This design comes from an exercise in tuning for small area and few clock cycles per item on the open sky130 flow, not from production work. At most, simulation tests tie the RTL to the original design; equivalence was not proved.

==> flow/design.v (excerpt) <==
module dct8_column_fixed_point
(
    input  logic                aclk,
    input  logic                aresetn,
    input  logic                s_valid,
    output logic                s_ready,
    input  logic signed [15:0]  s_sample_0,
    input  logic signed [15:0]  s_sample_1,
    input  logic signed [15:0]  s_sample_2,
    input  logic signed [15:0]  s_sample_3,
    input  logic signed [15:0]  s_sample_4,
    input  logic signed [15:0]  s_sample_5,
    input  logic signed [15:0]  s_sample_6,
    input  logic signed [15:0]  s_sample_7,
    output logic                m_valid,
    input  logic                m_ready,
    output logic signed [18:0]  m_coef_0,
    output logic signed [17:0]  m_coef_1,
    output logic signed [17:0]  m_coef_2,
    output logic signed [17:0]  m_coef_3,
    output logic signed [18:0]  m_coef_4,
    output logic signed [17:0]  m_coef_5,
    output logic signed [17:0]  m_coef_6,
    output logic signed [17:0]  m_coef_7
);
clock: 7.5 ns
lec_check: 0
cap_margin: 20
core_margin: 2
core_utilization: 60
cts_cluster_diameter: 110
cts_cluster_size: 28
slew_margin: 20
synth_hierarchical: 1
run.sh (not shown) runs the stock make flow with config.mk's settings and CLKGATE_MAP_FILE= SYNTH_SCRIPT=/design/flow/synth_recipe.tcl, a recipe that flattens the netlist after the stock synthesis.
Edit:
Settings changed: CORE_UTILIZATION 60 to 66.
Outcome:
- The new run went through all stages and came out clean
- hold slack barely changes
- non-clock buffer count drops by 20
- cell area drops by 0.70%
- clock-buffer cell count climbs by 1
- critical path depth climbs by 1
- final cell count drops by 2.1%
- routed wire length drops by 0.93%
- first-iteration DRC count climbs by 26%
- setup slack is better by 0.014 ns
No functional check of the RTL was part of any run of this note.

Another version of the RTL of dct8_column_fixed_point (not shown whole).
Size in the first run: roughly 3700 cells after synthesis, ~280 flip-flops, about 280 I/O pins.
Settings: LEC_CHECK=0, CAP_MARGIN=20, CORE_MARGIN=2, CORE_UTILIZATION=60, CTS_BUF_LIST=sky130_fd_sc_hd__clkbuf_8, CTS_CLUSTER_SIZE=30, SLEW_MARGIN=20, SYNTH_HIERARCHICAL=1; clock period 7.5 ns.
The first run finished clean.
Testbench counts at the start, summed over its fixed seeds: cycles 32,016, columns 32,000.
Edit:
--- a/flow/config.mk
+++ b/flow/config.mk
@@ -9,6 +9,6 @@
 export CORE_MARGIN = 2
 export CORE_UTILIZATION = 60
-export CTS_BUF_LIST = sky130_fd_sc_hd__clkbuf_8
-export CTS_CLUSTER_SIZE = 30
+export CTS_CLUSTER_DIAMETER = 80
+export CTS_CLUSTER_SIZE = 20
 export SLEW_MARGIN = 20
 export SYNTH_HIERARCHICAL = 1
Outcome: Routed wire length is lower by about 1.2%. Cell count falls by about 1.1%. Flip-flop and latch count stays the same. Setup slack is better by 0.029 ns. Sequential share of layout area rises by 0.10 points. Fmax came out higher by about 0.4%. Cell area fell by 0.64%. Area after synthesis stays the same.
Edit:
--- a/flow/config.mk
+++ b/flow/config.mk
@@ -9,6 +9,4 @@
 export CORE_MARGIN = 2
 export CORE_UTILIZATION = 60
-export CTS_CLUSTER_DIAMETER = 80
-export CTS_CLUSTER_SIZE = 20
 export SLEW_MARGIN = 20
 export SYNTH_HIERARCHICAL = 1
Effect:
- via count is higher by about 0.5%
- clock skew is lower by 0.0082 ns
- wire length is higher by about 0.9%
Edit:
--- a/flow/config.mk
+++ b/flow/config.mk
@@ -9,4 +9,6 @@
 export CORE_MARGIN = 2
 export CORE_UTILIZATION = 60
+export CTS_CLUSTER_DIAMETER = 110
+export CTS_CLUSTER_SIZE = 28
 export SLEW_MARGIN = 20
 export SYNTH_HIERARCHICAL = 1
Maximum frequency fell by 0.38%.
Design area fell by 0.96%.
Wire length fell by 1.0%.
Synthesized area does not change.
Worst hold slack is better by 0.0092 ns.
Count of clock-buffer cells in the layout fell by 31.
Via count fell by 0.45%.
Edit:
--- a/flow/config.mk
+++ b/flow/config.mk
@@ -9,6 +9,6 @@
 export CORE_MARGIN = 2
 export CORE_UTILIZATION = 60
-export CTS_CLUSTER_DIAMETER = 110
-export CTS_CLUSTER_SIZE = 28
+export CTS_CLUSTER_DIAMETER = 100
+export CTS_CLUSTER_SIZE = 24
 export SLEW_MARGIN = 20
 export SYNTH_HIERARCHICAL = 1
Global-route usage stays flat.
First-iteration DRC count fell by 2.7%.
Worst setup slack gains 0.031 ns.
Area after synthesis does not change.
Clock skew came out higher by 0.016 ns.
Non-clock buffer count went up by 7.
Die area is unchanged.
Final cell count is about the same.
Cell area increases by 0.36%.
Edit:
--- a/flow/config.mk
+++ b/flow/config.mk
@@ -8,7 +8,5 @@
 export CAP_MARGIN = 20
 export CORE_MARGIN = 2
-export CORE_UTILIZATION = 60
-export CTS_CLUSTER_DIAMETER = 100
-export CTS_CLUSTER_SIZE = 24
+export CORE_UTILIZATION = 68
 export SLEW_MARGIN = 20
 export SYNTH_HIERARCHICAL = 1
=> The changed run produced a clean layout. Routed wire length is higher by 0.82%. Die area goes down by 12%. Design area came out higher by about 0.5%. Global-route usage grows by 3.9 points. Setup slack degrades by 0.096 ns. Utilization came out higher by 9.4 points. Area after synthesis is unchanged. Via count grows by 2.4%. Non-clock buffer count fell by 5.

run 1:
dct8_column_fixed_point, a different RTL version from the one above (not shown whole).
For scale: roughly 270 flip-flops, about 46000 um^2 of cells after synthesis.
==> flow/design.v (excerpt) <==
module dct8_column_fixed_point
(
    input  logic                aclk,
    input  logic                aresetn,
    input  logic                s_valid,
    output logic                s_ready,
    input  logic signed [15:0]  s_sample_0,
    input  logic signed [15:0]  s_sample_1,
    input  logic signed [15:0]  s_sample_2,
    input  logic signed [15:0]  s_sample_3,
    input  logic signed [15:0]  s_sample_4,
    input  logic signed [15:0]  s_sample_5,
    input  logic signed [15:0]  s_sample_6,
    input  logic signed [15:0]  s_sample_7,
    output logic                m_valid,
    input  logic                m_ready,
    output logic signed [18:0]  m_coef_0,
    output logic signed [17:0]  m_coef_1,
    output logic signed [17:0]  m_coef_2,
    output logic signed [17:0]  m_coef_3,
    output logic signed [18:0]  m_coef_4,
    output logic signed [17:0]  m_coef_5,
    output logic signed [17:0]  m_coef_6,
    output logic signed [17:0]  m_coef_7
);
make LEC_CHECK=0 CAP_MARGIN=20 CORE_MARGIN=2 CORE_UTILIZATION=54 CTS_CLUSTER_DIAMETER=110 CTS_CLUSTER_SIZE=28 SLEW_MARGIN=20 SYNTH_HIERARCHICAL=1 finish   # period 7.5 ns
Run 1 finished every stage and its layout cleared the timing, design-rule and antenna checks.
Testbench counts of run 1, summed over its fixed seeds: cycles 32,016, columns 32,000.
Changes in run 2 relative to run 1:
Settings: setting ABC_CLOCK_PERIOD_IN_PS to 10000 for the first time; changing CORE_UTILIZATION from 54 to 60.
### Flow results
- Relative to run 1, the final wirelength measured on run 2 has decreased by a few percent.
- Compared with run 1, run 2 shows a die boundary height that is 15 um lower.
- Cmp run 2 and run 1 / post-detailed-route via-to-cell ratio / higher: run 2
- Cmp run 2 and run 1 / fraction of the core area covered by cells at the end of the flow / lower: run 1
- On minimum clock period after layout, run 1 beats run 2.
Modified inputs, run 3 compared to run 2
Settings: putting PLACE_DENSITY at 0.72 where nothing was set; clearing ABC_CLOCK_PERIOD_IN_PS, which used to be 10000.
- From run 2 to run 3 the numbers moved as follows: placed instance count up 16, post-cts hold buffer count essentially unchanged, mapped cell area barely changed.
- Any difference in clock skew between run 3 and run 2 is small enough to ignore.
- The higher shortest clock period the worst path allows after layout came out of run 2.
## Diff of input files: run 4 against run 3
Settings: an added ABC_CLOCK_PERIOD_IN_PS of 6000; a deleted PLACE_DENSITY that had been 0.72.
## What came out
Run 4 did not stop at any stage, and its layout met the timing, design-rule and antenna checks. Count of clock-buffer cells in the layout: run 4 < run 3. For post-layout utilization of the core, run 3 and run 4 come out practically identical. Re fraction of the mapped netlist area in compound gates: no difference whatsoever between run 4 and run 3. Delta (run 4 minus run 3): total inserted antenna cells decreased by 6 relative to the old numbers; worst setup slack went down 0.10 ns; routed wire length now sits at about the same level; sequential cell area share roughly the same. More vias were needed by run 3 than by run 4.
Modified inputs, run 5 compared to run 4
Settings: a deleted ABC_CLOCK_PERIOD_IN_PS that had been 6000; a change of CORE_UTILIZATION from 60 to 66.
==> run notes <==
- Run 5 packs its core more tightly than run 4.
- Going from run 4 to run 5, area of combinational cells with multiple inputs comparable, fraction of area in non-clock buffers rose by 0.21 points.

afterwards: timing with drivers on the ports:
No port has a modelled driver above. Below, the same layouts with a new extraction and two added sets of constraints.
Step 1, drivers: a clkbuf_16 drives aclk and a buf_2 each remaining input, both assumed.
Step 2 also shifts input and output timing later by t, the mid clock arrival at the registers, as if the neighbouring blocks saw the same clock.
a / b / c = no drivers / after step 1 / after step 2; a / b = the first two.
run	shift t [ns]	setup slack, ns	worst register clock-pin slew, ns	cell pins on the clock port's net
the first run of note 1	0.565	0.104 / 0.046 / -0.009	0.12 / 0.12	1
the second run of note 1	0.566	0.118 / 0.057 / -0.152	0.11 / 0.11	1
the first run of note 2	0.714	0.142 / 0.076 / 0.073	0.08 / 0.08	1
the second run of note 2	0.633	0.171 / 0.103 / 0.063	0.08 / 0.08	1
the third run of note 2	0.622	0.169 / 0.101 / 0.065	0.07 / 0.07	1
the fourth run of note 2	0.599	0.141 / 0.075 / 0.088	0.12 / 0.12	1
the fifth run of note 2	0.621	0.172 / 0.106 / 0.088	0.10 / 0.10	1
the sixth run of note 2	0.671	0.076 / 0.009 / 0.079	0.07 / 0.07	1
run 1	0.610	0.180 / 0.114 / -0.093	0.11 / 0.11	1
run 2	0.605	0.065 / 0.004 / -0.098	0.12 / 0.12	1
run 3	0.582	0.170 / 0.109 / -0.010	0.12 / 0.12	1
run 4	0.605	0.065 / 0.004 / -0.098	0.12 / 0.12	1
run 5	0.589	0.161 / 0.098 / -0.176	0.11 / 0.11	1
With both steps, setup timing fails in 7 of these runs, where it was met with ideal ports. The setup slack of run 5, which loses most, moves by -0.063 ns with the drivers and by -0.337 ns with both steps.
